From an optimization exercise on the open Yosys and OpenROAD flow, aimed at small area, a short achievable clock period and few clock cycles; shortcuts taken in it are not production practice. At most, simulation tests tie the RTL to the original design; equivalence was not proved. Power figures rest on the tool's default switching activity, not on a simulated workload.

==> flow/design.v (excerpt) <==
module bmp_row_to_rgb565_blend_top (
    input  logic         aclk,
    input  logic         aresetn,
    input  logic         cfg_valid,
    output logic         cfg_ready,
    input  logic [1:0]   cfg_index,
    input  logic [15:0]  cfg_data,
    input  logic         s_valid,
    output logic         s_ready,
    input  logic [7:0]   s_data_byte,
    output logic         m_valid,
    input  logic         m_ready,
    output logic [15:0]  m_pixel_rgb565,
    output logic         m_row_last
);
    localparam int unsigned D = bmpb_pkg::QUEUE_DEPTH;
    logic [1:0]  fmt;
    logic [11:0] iw, dw;
    logic [15:0] bg;
    assign cfg_ready = 1'b1;
    always_ff @(posedge aclk) begin
        if (!aresetn) begin
            fmt <= bmpb_pkg::RESET_FORMAT;
            iw  <= bmpb_pkg::RESET_IMAGE_WIDTH;
            dw  <= bmpb_pkg::RESET_DISPLAY_WIDTH;
            bg  <= bmpb_pkg::RESET_BACKGROUND;
        end else if (cfg_valid) begin
            case (cfg_index)
  ...
Settings: LEC_CHECK=0, CAP_MARGIN=20, CORE_MARGIN=2, CORE_UTILIZATION=40, SETUP_SLACK_MARGIN=5, SLEW_MARGIN=20; clock period 8.0 ns.
standard.sh (not shown) runs the stock make flow with config.mk's settings and CLKGATE_MAP_FILE= SYNTH_SCRIPT=/design/flow/synth_recipe.tcl, a recipe that flattens the netlist after the stock synthesis.
==> flow/flow/run.sh <==
#!/bin/bash
set -euo pipefail
MARGIN=5.3
sed -e "s/SETUP_SLACK_MARGIN=[0-9.]*/SETUP_SLACK_MARGIN=${MARGIN}/" standard.sh > standard_tight.sh
grep -q "SETUP_SLACK_MARGIN=${MARGIN}" standard_tight.sh
export BUFFER_PORTS_ARGS="-buffer_cell sky130_fd_sc_hd__buf_2"
bash standard_tight.sh > flow_make.log 2>&1
test -s out/final.def
Rerun with:
--- a/flow/design.v
+++ b/flow/design.v
@@ -181,26 +181,22 @@
         if (accept && bip == 2'd2) hr <= s_data_byte;
         if (emit) begin
             ha  <= s_data_byte;
             ha3 <= {2'b00, s_data_byte} + {1'b0, s_data_byte, 1'b0};
             hl  <= cnt_end;
         end
     end
-    logic [1:0] seq;                 
     logic       v0b, v0g, v0r;
+    logic       t1b, t1g, t1r, s1;
     logic [7:0] c0, k0, d0;
     logic [8:0] df0;
     logic       s0;
     assign v0b = emitbl;
-    assign v0g = (seq == 2'd1);
-    assign v0r = (seq == 2'd2);
-    always_ff @(posedge aclk) begin
-        if (!aresetn) seq <= 2'd0;
-        else          seq <= v0b ? 2'd1 : (v0g ? 2'd2 : 2'd0);
-    end
+    assign v0g = t1b;
+    assign v0r = t1g;
     always_comb begin
         if (v0g) begin
             c0 = hg;
             k0 = {bg[10:5], 2'b00};
         end else if (v0r) begin
             c0 = hr;
             k0 = {bg[15:11], 3'b000};
@@ -208,15 +204,14 @@
             c0 = hb;
             k0 = {bg[4:0], 3'b000};
         end
         df0 = {1'b0, c0} - {1'b0, k0};
         s0  = df0[8];
         d0  = s0 ? (8'd0 - df0[7:0]) : df0[7:0];
     end
-    logic       t1b, t1g, t1r, s1;
     logic [7:0] d1;
     logic       t2b, t2g, t2r, s2;
     logic [11:0] x2, y2;
     logic       t3b, t3g, t3r, s3, c3;
     logic [7:0] ph3;
     always_ff @(posedge aclk) begin
         if (!aresetn) begin
Result: Fmax came out higher by 1.2%. First-iteration DRC count is lower by 5.7%. Power shrinks by 6.2%. Final cell count decreases by 0.88%. Worst setup slack is better by 34 ps. Sequential share of layout area fell by 0.12 points. Utilization falls by 0.97 points. Count of clock-buffer cells in the layout is lower by 4. Global-route usage is lower by 0.86 points. Design area drops by 1.8%. Register-to-register slack improves by 30 ps. Wire length drops by 2.7%.
Testbench counts after the change, summed over its fixed seeds: cycles 148,106.
Only the layout flow was run in the first run of this note; the RTL was not checked for function there.

## main
The RTL this note starts from:
==> flow/design.v <==
package bmpb_pkg;
    localparam logic [1:0] FMT_RGB565 = 2'd0;
    localparam logic [1:0] FMT_BGR24  = 2'd1;
    localparam logic [1:0] CFG_PIXEL_FORMAT  = 2'd0;
    localparam logic [1:0] CFG_IMAGE_WIDTH   = 2'd1;
    localparam logic [1:0] CFG_DISPLAY_WIDTH = 2'd2;
    localparam logic [1:0] CFG_BACKGROUND    = 2'd3;
    localparam logic [1:0]  RESET_FORMAT        = FMT_BGR24;
    localparam logic [11:0] RESET_IMAGE_WIDTH   = 12'd320;
    localparam logic [11:0] RESET_DISPLAY_WIDTH = 12'd320;
    localparam logic [15:0] RESET_BACKGROUND    = 16'h0000;
    localparam logic [1:0] PH_SKIP = 2'd0;
    localparam logic [1:0] PH_KEEP = 2'd1;
    localparam logic [1:0] PH_REST = 2'd2;
    localparam logic [1:0] PH_PAD  = 2'd3;
    localparam int unsigned QUEUE_DEPTH = 2;
    localparam int unsigned QUEUE_PTR_W = 2;
endpackage
module bmp_row_to_rgb565_blend_top (
    input  logic         aclk,
    input  logic         aresetn,
    input  logic         cfg_valid,
    output logic         cfg_ready,
    input  logic [1:0]   cfg_index,
    input  logic [15:0]  cfg_data,
    input  logic         s_valid,
    output logic         s_ready,
    input  logic [7:0]   s_data_byte,
    output logic         m_valid,
    input  logic         m_ready,
    output logic [15:0]  m_pixel_rgb565,
    output logic         m_row_last
);
    localparam int unsigned D = bmpb_pkg::QUEUE_DEPTH;
    logic [1:0]  fmt;
    logic [11:0] iw, dw;
    logic [15:0] bg;
    assign cfg_ready = 1'b1;
    always_ff @(posedge aclk) begin
        if (!aresetn) begin
            fmt <= bmpb_pkg::RESET_FORMAT;
            iw  <= bmpb_pkg::RESET_IMAGE_WIDTH;
            dw  <= bmpb_pkg::RESET_DISPLAY_WIDTH;
            bg  <= bmpb_pkg::RESET_BACKGROUND;
        end else if (cfg_valid) begin
            case (cfg_index)
                bmpb_pkg::CFG_PIXEL_FORMAT:  fmt <= cfg_data[1:0];
                bmpb_pkg::CFG_IMAGE_WIDTH:   iw  <= cfg_data[11:0];
                bmpb_pkg::CFG_DISPLAY_WIDTH: dw  <= cfg_data[11:0];
                default:                     bg  <= cfg_data;
            endcase
        end
    end
    logic f565, f24;
    logic [1:0] lastb;               
    assign f565  = (fmt == bmpb_pkg::FMT_RGB565);
    assign f24   = (fmt == bmpb_pkg::FMT_BGR24);
    assign lastb = f565 ? 2'd1 : (f24 ? 2'd2 : 2'd3);
    logic [11:0] ediff, st, kp;
    logic [1:0]  pd;
    logic        pd_nz;
    logic        gt_r, st_nz_r, kp_nz_r, odd_r, iw_nz_r;
    assign ediff = iw - dw;
    assign st    = {1'b0, ediff[11:1]};
    assign kp    = gt_r ? dw : iw;
    assign pd    = f565 ? {iw[0], 1'b0} : (f24 ? iw[1:0] : 2'd0);
    assign pd_nz = (pd != 2'd0);
    always_ff @(posedge aclk) begin
        gt_r    <= (iw > dw);
        st_nz_r <= (iw > dw) && (ediff[11:1] != 11'd0);
        kp_nz_r <= (iw > dw) ? (dw != 12'd0) : (iw != 12'd0);
        odd_r   <= (iw > dw) && ediff[0];
        iw_nz_r <= (iw != 12'd0);
    end
    logic        fresh;              
    logic [1:0]  ph;
    logic [11:0] cnt, cnt_dec;
    logic [1:0]  bip;                
    logic        cnt_end, at_last, pad_end, cvis, accept, emit, emitdir, emitbl;
    logic        s_ready_r;
    assign cnt_dec[0] = !cnt[0];
    for (genvar i = 1; i < 12; i++) begin : g_dec
        assign cnt_dec[i] = cnt[i] ^ !(|cnt[i-1:0]);
    end
    assign cnt_end = (cnt[11:1] == 11'd0)
                   && (cnt[0] ^ (ph == bmpb_pkg::PH_REST && odd_r));
    assign at_last = (bip == lastb);
    assign pad_end = (bip == pd - 2'd1);
    assign cvis    = !fresh && (ph == bmpb_pkg::PH_KEEP) && at_last;
    assign s_ready = s_ready_r;
    assign accept  = s_valid && s_ready_r;
    assign emit    = accept && cvis;
    assign emitdir = emit && !fmt[1];
    assign emitbl  = emit && fmt[1];
    logic        fresh_n;
    logic [1:0]  ph_n;
    logic [11:0] cnt_n;
    logic [1:0]  bip_n;
    always_comb begin
        fresh_n = fresh;
        ph_n    = ph;
        cnt_n   = cnt;
        bip_n   = bip;
        if (accept) begin
            if (fresh) begin
                if (iw_nz_r) begin
                    fresh_n = 1'b0;
                    bip_n   = 2'd1;
                    if (st_nz_r) begin
                        ph_n  = bmpb_pkg::PH_SKIP;
                        cnt_n = st;
                    end else if (kp_nz_r) begin
                        ph_n  = bmpb_pkg::PH_KEEP;
                        cnt_n = kp;
                    end else begin
                        ph_n  = bmpb_pkg::PH_REST;
                        cnt_n = st;
                    end
                end
            end else if (ph == bmpb_pkg::PH_PAD) begin
                if (pad_end) begin
                    fresh_n = 1'b1;
                    bip_n   = 2'd0;
                end else begin
                    bip_n   = bip + 2'd1;
                end
            end else if (!at_last) begin
                bip_n = bip + 2'd1;
            end else begin
                bip_n = 2'd0;
                cnt_n = cnt_dec;
                if (cnt_end) begin
                    case (ph)
                        bmpb_pkg::PH_SKIP: begin
                            if (kp_nz_r) begin
                                ph_n  = bmpb_pkg::PH_KEEP;
                                cnt_n = kp;
                            end else begin
                                ph_n  = bmpb_pkg::PH_REST;
                                cnt_n = st;
                            end
                        end
                        bmpb_pkg::PH_KEEP: begin
                            if (gt_r) begin
                                ph_n  = bmpb_pkg::PH_REST;
                                cnt_n = st;
                            end else if (pd_nz) begin
                                ph_n  = bmpb_pkg::PH_PAD;
                            end else begin
                                fresh_n = 1'b1;
                            end
                        end
                        default: begin
                            if (pd_nz) ph_n    = bmpb_pkg::PH_PAD;
                            else       fresh_n = 1'b1;
                        end
                    endcase
                end
            end
        end
    end
    always_ff @(posedge aclk) begin
        if (!aresetn) begin
            fresh <= 1'b1;
            ph    <= bmpb_pkg::PH_SKIP;
            cnt   <= 12'd0;
            bip   <= 2'd0;
        end else begin
            fresh <= fresh_n;
            ph    <= ph_n;
            cnt   <= cnt_n;
            bip   <= bip_n;
        end
    end
    logic [7:0] hb, hg, hr, ha;
    logic [9:0] ha3;
    logic       hl;
    always_ff @(posedge aclk) begin
        if (accept && bip == 2'd0) hb <= s_data_byte;
        if (accept && bip == 2'd1) hg <= s_data_byte;
        if (accept && bip == 2'd2) hr <= s_data_byte;
        if (emit) begin
            ha  <= s_data_byte;
            ha3 <= {2'b00, s_data_byte} + {1'b0, s_data_byte, 1'b0};
            hl  <= cnt_end;
        end
    end
    logic [1:0] seq;                 
    logic       v0b, v0g, v0r;
    logic [7:0] c0, k0, d0;
    logic [8:0] df0;
    logic       s0;
    assign v0b = emitbl;
    assign v0g = (seq == 2'd1);
    assign v0r = (seq == 2'd2);
    always_ff @(posedge aclk) begin
        if (!aresetn) seq <= 2'd0;
        else          seq <= v0b ? 2'd1 : (v0g ? 2'd2 : 2'd0);
    end
    always_comb begin
        if (v0g) begin
            c0 = hg;
            k0 = {bg[10:5], 2'b00};
        end else if (v0r) begin
            c0 = hr;
            k0 = {bg[15:11], 3'b000};
        end else begin
            c0 = hb;
            k0 = {bg[4:0], 3'b000};
        end
        df0 = {1'b0, c0} - {1'b0, k0};
        s0  = df0[8];
        d0  = s0 ? (8'd0 - df0[7:0]) : df0[7:0];
    end
    logic       t1b, t1g, t1r, s1;
    logic [7:0] d1;
    logic       t2b, t2g, t2r, s2;
    logic [11:0] x2, y2;
    logic       t3b, t3g, t3r, s3, c3;
    logic [7:0] ph3;
    always_ff @(posedge aclk) begin
        if (!aresetn) begin
            {t1b, t1g, t1r} <= 3'b000;
            {t2b, t2g, t2r} <= 3'b000;
            {t3b, t3g, t3r} <= 3'b000;
        end else begin
            {t1b, t1g, t1r} <= {v0b, v0g, v0r};
            {t2b, t2g, t2r} <= {t1b, t1g, t1r};
            {t3b, t3g, t3r} <= {t2b, t2g, t2r};
        end
    end
    logic [9:0]  pp [4];
    logic [11:0] x1, y1;
    always_comb begin
        for (int j = 0; j < 4; j++) begin
            case (d1[2*j +: 2])
                2'd0:    pp[j] = 10'd0;
                2'd1:    pp[j] = {2'b00, ha};
                2'd2:    pp[j] = {1'b0, ha, 1'b0};
                default: pp[j] = ha3;
            endcase
        end
        x1 = {2'd0, pp[0]} + {pp[1], 2'd0};
        y1 = {2'd0, pp[2]} + {pp[3], 2'd0};
    end
    logic [15:0] p2;
    logic [8:0]  lowsum;
    assign p2     = {4'd0, x2} + {y2, 4'd0};
    assign lowsum = {1'b0, p2[7:0]} + {1'b0, p2[15:8]} + 9'd1;
    always_ff @(posedge aclk) begin
        s1  <= s0;
        d1  <= d0;
        s2  <= s1;
        x2  <= x1;
        y2  <= y1;
        s3  <= s2;
        ph3 <= p2[15:8];
        c3  <= lowsum[8];
    end
    logic [7:0] k3, res, xr;
    always_comb begin
        if (t3g)      k3 = {bg[10:5], 2'b00};
        else if (t3r) k3 = {bg[15:11], 3'b000};
        else          k3 = {bg[4:0], 3'b000};
        xr  = ph3 ^ {8{s3}};
        res = k3 + xr + {7'd0, c3 ^ s3};
    end
    logic [15:0] qpix [D];
    logic        qlst [D];
    logic [D-1:0] vld, used;
    logic        commit, pop;
    logic [15:0] wd;
    logic        wl;
    logic cdir, wr_b, wr_g, wr_r;
    always_ff @(posedge aclk) begin
        if (!aresetn) cdir <= 1'b0;
        else          cdir <= emitdir;
    end
    assign wr_b   = cdir || t3b;
    assign wr_g   = cdir || t3g;
    assign wr_r   = cdir || t3r;
    assign commit = cdir || t3r;
    assign wd[4:0]   = fmt[1] ? res[7:3] : (f565 ? hb[4:0] : hb[7:3]);
    assign wd[10:5]  = fmt[1] ? res[7:2] : (f565 ? {hg[2:0], hb[7:5]} : hg[7:2]);
    assign wd[15:11] = fmt[1] ? res[7:3] : (f565 ? hg[7:3] : hr[7:3]);
    assign wl     = hl;
    assign pop    = vld[0] && m_ready;
    always_ff @(posedge aclk) begin
        for (int i = 0; i < D; i++) begin
            logic wsel;
            if (pop) wsel = vld[i] && (i == D-1 || !vld[(i+1) % D]);
            else     wsel = (i == 0 || vld[(i+D-1) % D]) && !vld[i];
            if (pop && i < D-1) begin
                qpix[i] <= qpix[(i+1) % D];
                qlst[i] <= qlst[(i+1) % D];
            end
            if (wr_b && wsel) begin
                qpix[i][4:0] <= wd[4:0];
                qlst[i]      <= wl;
            end
            if (wr_g && wsel) qpix[i][10:5]  <= wd[10:5];
            if (wr_r && wsel) qpix[i][15:11] <= wd[15:11];
        end
    end
    logic [D-1:0] vld_n, used_n;
    always_comb begin
        vld_n = vld;
        if (commit && !pop)      vld_n = {vld[D-2:0], 1'b1};
        else if (!commit && pop) vld_n = {1'b0, vld[D-1:1]};
        used_n = used;
        if (emit && !pop)        used_n = {used[D-2:0], 1'b1};
        else if (!emit && pop)   used_n = {1'b0, used[D-1:1]};
    end
    logic cvis_acc, cvis_n, full_n;
    always_comb begin
        if (fresh) cvis_acc = iw_nz_r && !st_nz_r && kp_nz_r && f565;
        else       cvis_acc = (ph == bmpb_pkg::PH_KEEP) && !at_last
                           && (bip + 2'd1 == lastb);
        cvis_n = accept ? cvis_acc : cvis;
        case ({emit, pop})
            2'b10:   full_n = used[D-2];
            2'b01:   full_n = 1'b0;
            default: full_n = used[D-1];
        endcase
    end
    always_ff @(posedge aclk) begin
        if (!aresetn) begin
            vld       <= '0;
            used      <= '0;
            s_ready_r <= 1'b0;
        end else begin
            vld       <= vld_n;
            used      <= used_n;
            s_ready_r <= !cfg_valid && !(cvis_n && full_n);
        end
    end
    assign m_valid        = vld[0];
    assign m_pixel_rgb565 = qpix[0];
    assign m_row_last     = qlst[0];
endmodule
make LEC_CHECK=0 CAP_MARGIN=20 CORE_MARGIN=2 CORE_UTILIZATION=40 SETUP_SLACK_MARGIN=5 SLEW_MARGIN=20 finish   # period 8.0 ns
run.sh (not shown) runs the stock make flow with config.mk's settings and CLKGATE_MAP_FILE= SYNTH_SCRIPT=/design/flow/synth_recipe.tcl, a recipe that flattens the netlist after the stock synthesis.
Stock flow here: none of the scripts above is used.
Testbench counts of main, summed over its fixed seeds: cycles 149,051.
Here is what was changed in the inputs of the feature branch compared with main.
--- a/flow/design.v
+++ b/flow/design.v
@@ -14,5 +14,5 @@
     localparam logic [1:0] PH_REST = 2'd2;
     localparam logic [1:0] PH_PAD  = 2'd3;
-    localparam int unsigned QUEUE_DEPTH = 2;
+    localparam int unsigned QUEUE_DEPTH = 3;
     localparam int unsigned QUEUE_PTR_W = 2;
 endpackage
Notes after the runs:
Compared the feature branch vs main, and register area is up in the feature branch. On the feature branch: share of post-route cells with drive strength above 1 is 2.2 points higher than what main gave. Re share of the clock period used by the worst path after layout: main was higher than the feature branch. The area of the core reported for the feature branch is greater than that of main by 1800 sq um. | worst-case clock buffer depth | the feature branch vs main | 1 higher |.
Testbench counts of the feature branch, summed over its fixed seeds: cycles 145,623.

-- afterwards: timing with drivers on the ports --
The results above use ideal ports. As a check the final layouts listed here were re-extracted and re-timed, cells and wires unchanged. Step 1 (the two cells are an assumption about what drives the block):
set clk [get_ports {aclk}]
set_driving_cell -lib_cell sky130_fd_sc_hd__clkbuf_16 $clk
set_driving_cell -lib_cell sky130_fd_sc_hd__buf_2 [delete_from_list [all_inputs] $clk]
Step 2, shift: input delay + t, output delay - t, t = (earliest + latest rising clock arrival at the registers) / 2. This alone moves slack from input paths to output paths. Slacks: ideal / step 1 / step 2; pairs: ideal / step 1.
| run | t (ns) | setup WS [ns] | worst slew at a driven data input, ns | cell pins on the clock port's net |
|---|---|---|---|---|
| the first run of note 1 | 0.481 | 5.195 / 5.195 / 4.798 | 0.10 | 1 |
| the second run of note 1 | 0.477 | 5.229 / 5.229 / 4.777 | 0.10 | 1 |
| main | 0.485 | 5.086 / 5.039 / 4.584 | 0.07 | 1 |
| the feature branch | 0.581 | 5.116 / 5.116 / 4.574 | 0.04 | 1 |
After both steps every run listed still meets setup and hold. For the feature branch, which loses most, drivers alone change the setup slack by 0.000 ns; drivers and shift together by -0.542 ns.
